This design comes from an exercise in tuning for small area on the open sky130 flow, not from production work.
Function was checked by simulation only, so behaviour that the tests miss may differ from the original.
Power figures rest on the tool's default switching activity, not on a simulated workload.

==> module regfile_mp_wdec, before the edit <==
module regfile_mp_wdec #(
  parameter int NREG = 32,
  parameter int AW   = 5
) (
  input  logic            rdy,
  input  logic [1:0]      we,
  input  logic [2*AW-1:0] wa,
  output logic [NREG-1:1] s0,
  output logic [NREG-1:1] s1,
  output logic [NREG-1:1] hn
);
  logic [NREG-1:1] w_s0_n, w_s1_n, w_h;
  always_comb begin
    for (int r = 1; r < NREG; r++) begin
      logic hit0, hit1;
      hit0  = rdy && we[0] && (wa[0 +: AW] == AW'(r));
      hit1  = rdy && we[1] && (wa[AW +: AW] == AW'(r));
      w_s1_n[r] = !hit1;
      w_s0_n[r] = !(hit0 && !hit1);
      w_h[r]    = rdy && !hit0 && !hit1;
    end
  end
  for (genvar r = 1; r < NREG; r++) begin : g_drv
    regfile_mp_inv u_s0 (.a(w_s0_n[r]), .y(s0[r]));
    regfile_mp_inv u_s1 (.a(w_s1_n[r]), .y(s1[r]));
    regfile_mp_inv u_hn (.a(w_h[r]),    .y(hn[r]));
  end
endmodule
clock: 6.0 ns
lec_check: 0
cap_margin: 20
cell_pad_in_sites_detail_placement: 1
cell_pad_in_sites_global_placement: 1
core_margin: 2
core_utilization: 40
slew_margin: 20
synth_hierarchical: 1
standard.sh (not shown) runs the stock make flow with config.mk's settings and CLKGATE_MAP_FILE= SYNTH_SCRIPT=/design/flow/synth_recipe.tcl, a recipe that flattens the netlist after the stock synthesis.
==> flow/flow/run.sh <==
#!/bin/bash
# Own layout flow: the standard ORFS flow (standard.sh, unchanged synthesis)
# with three layout choices added through ORFS's own variables and hooks:
#  - after floorplan, every combinational cell is swapped to the smallest-area
#    variant of its family (flow/downsize.tcl); the later repair steps upsize
#    where slew, capacitance or timing need it;
#  - ports are buffered with buf_1 instead of the default buffer cell;
#  - clock tree: clkbuf_16 only, larger sink clusters, no dummy loads.
# Each tool's full output stays in orfs/logs/; make's output goes to
# flow_make.log in the work folder.
set -euo pipefail
W=$(pwd)
CTS="-sink_clustering_enable -repair_clock_nets -dont_use_dummy_load"
CTS="$CTS -buf_list {sky130_fd_sc_hd__clkbuf_16}"
CTS="$CTS -sink_clustering_size 22 -sink_clustering_max_diameter 120"
bash standard.sh \
  "POST_FLOORPLAN_TCL=$W/flow/downsize.tcl" \
  "BUFFER_PORTS_ARGS=-buffer_cell sky130_fd_sc_hd__buf_1" \
  "CTS_ARGS=$CTS" \
  finish > "$W/flow_make.log" 2>&1
==> flow/flow/downsize.tcl <==
# Swap every combinational cell to the smallest-area variant of its family
# (largest drive among equal areas). Timing repair later upsizes where needed.
set db [ord::get_db]
set block [[$db getChip] getBlock]
set dont_use {}
if { [info exists ::env(DONT_USE_CELLS)] } { set dont_use $::env(DONT_USE_CELLS) }
array set best {}
foreach lib [$db getLibs] {
  foreach m [$lib getMasters] {
    set n [$m getName]
    if { ![regexp {^(sky130_fd_sc_hd__[a-z0-9]+)_([0-9]+)$} $n -> fam sz] } { continue }
    if { [lsearch -exact $dont_use $n] >= 0 } { continue }
    set a [expr { [$m getWidth] * [$m getHeight] }]
    if { ![info exists best($fam)] } {
      set best($fam) [list $m $a $sz]
    } else {
      lassign $best($fam) bm ba bs
      if { $a < $ba || ($a == $ba && $sz > $bs) } { set best($fam) [list $m $a $sz] }
    }
  }
}
set skip {^sky130_fd_sc_hd__(df|edf|sdf|sedf|dl|conb|tap|fill|decap|diode|clk|lpflow|probe|ha|fa|fah|mux4)}
set n 0
foreach inst [$block getInsts] {
  set m [$inst getMaster]
  set name [$m getName]
  if { [regexp $skip $name] } { continue }
  if { ![regexp {^(sky130_fd_sc_hd__[a-z0-9]+)_([0-9]+)$} $name -> fam sz] } { continue }
  if { ![info exists best($fam)] } { continue }
  set bm [lindex $best($fam) 0]
  if { [$bm getName] ne $name } {
    if { [$inst swapMaster $bm] } { incr n }
  }
}
puts "downsize: swapped $n instances"
Then changed:
--- a/flow/design.v
+++ b/flow/design.v
@@ -70,26 +70,46 @@
   input  logic [2*AW-1:0] wa,
   output logic [NREG-1:1] s0,
   output logic [NREG-1:1] s1,
   output logic [NREG-1:1] hn
 );
-  logic [NREG-1:1] w_s0_n, w_s1_n, w_h;
+  logic       w_we0;
+  logic [3:0] w_lo0, w_lo1;
+  logic [7:0] w_hi0, w_hi1;
+  assign w_we0 = we[0] && !(we[1] && (wa[0 +: AW] == wa[AW +: AW]));
   always_comb begin
-    for (int r = 1; r < NREG; r++) begin
-      logic hit0, hit1;
-      hit0  = rdy && we[0] && (wa[0 +: AW] == AW'(r));
-      hit1  = rdy && we[1] && (wa[AW +: AW] == AW'(r));
-      w_s1_n[r] = !hit1;
-      w_s0_n[r] = !(hit0 && !hit1);
-      w_h[r]    = rdy && !hit0 && !hit1;
-    end
-  end
-  for (genvar r = 1; r < NREG; r++) begin : g_drv
-    regfile_mp_inv u_s0 (.a(w_s0_n[r]), .y(s0[r]));
-    regfile_mp_inv u_s1 (.a(w_s1_n[r]), .y(s1[r]));
-    regfile_mp_inv u_hn (.a(w_h[r]),    .y(hn[r]));
-  end
+    for (int i = 0; i < 4; i++) begin
+      w_lo0[i] = (wa[1:0] == 2'(i));
+      w_lo1[i] = (wa[AW+1:AW] == 2'(i));
+    end
+    for (int i = 0; i < 8; i++) begin
+      w_hi0[i] = rdy && w_we0 && (wa[4:2] == 3'(i));
+      w_hi1[i] = rdy && we[1] && (wa[AW+4:AW+2] == 3'(i));
+    end
+  end
+  for (genvar r = 1; r < NREG; r++) begin : g_r
+    logic w_s0_n, w_s1_n, w_h;
+    regfile_mp_wctl u_ctl (
+      .rdy_n(!rdy),
+      .lo0(w_lo0[r % 4]), .hi0(w_hi0[r / 4]),
+      .lo1(w_lo1[r % 4]), .hi1(w_hi1[r / 4]),
+      .s0_n(w_s0_n), .s1_n(w_s1_n), .h(w_h)
+    );
+    regfile_mp_inv u_s0 (.a(w_s0_n), .y(s0[r]));
+    regfile_mp_inv u_s1 (.a(w_s1_n), .y(s1[r]));
+    regfile_mp_inv u_hn (.a(w_h),    .y(hn[r]));
+  end
+endmodule
+module regfile_mp_wctl (
+  input  logic rdy_n,
+  input  logic lo0, hi0,
+  input  logic lo1, hi1,
+  output logic s0_n, s1_n, h
+);
+  assign s0_n = ~(lo0 & hi0);
+  assign s1_n = ~(lo1 & hi1);
+  assign h    = ~((lo0 & hi0) | (lo1 & hi1) | rdy_n);
 endmodule
 module regfile_mp_rdec #(
   parameter int NREG = 32,
   parameter int AW   = 5
 ) (
Routed wire length fell slightly. Utilization fell by 0.11 points. Maximum frequency rose slightly. Design area fell slightly. Clock skew rose by 0.012 ns. Total power is about the same.

[re-timing with driven ports]
The flow's constraints put no driver on any port. The routed layouts listed below were extracted and timed again, unchanged, in two steps.
Step 1 (the two cells are an assumption about what drives the block):
set clk [get_ports {clk}]
set_driving_cell -lib_cell sky130_fd_sc_hd__clkbuf_16 $clk
set_driving_cell -lib_cell sky130_fd_sc_hd__buf_2 [delete_from_list [all_inputs] $clk]
Step 2, shift: input delay + t, output delay - t, t = (earliest + latest rising clock arrival at the registers) / 2. This alone moves slack from input paths to output paths.
a / b / c = ideal / step 1 / step 2; a / b = the first two.
| run | t (ns) | setup WS [ns] | latest minus earliest clock arrival (ns) | worst register clock-pin slew, ns | pins driven straight from the clock port |
|---|---|---|---|---|---|
| the first run | 0.784 | 0.380 / 0.351 / 0.351 | 0.034 / 0.034 | 0.10 / 0.10 | 1 |
| the second run | 0.782 | 0.474 / 0.381 / 0.381 | 0.061 / 0.061 | 0.10 / 0.10 | 1 |
After both steps every run listed still meets setup and hold. For the second run, which loses most, drivers alone change the setup slack by -0.093 ns; drivers and shift together by -0.093 ns.
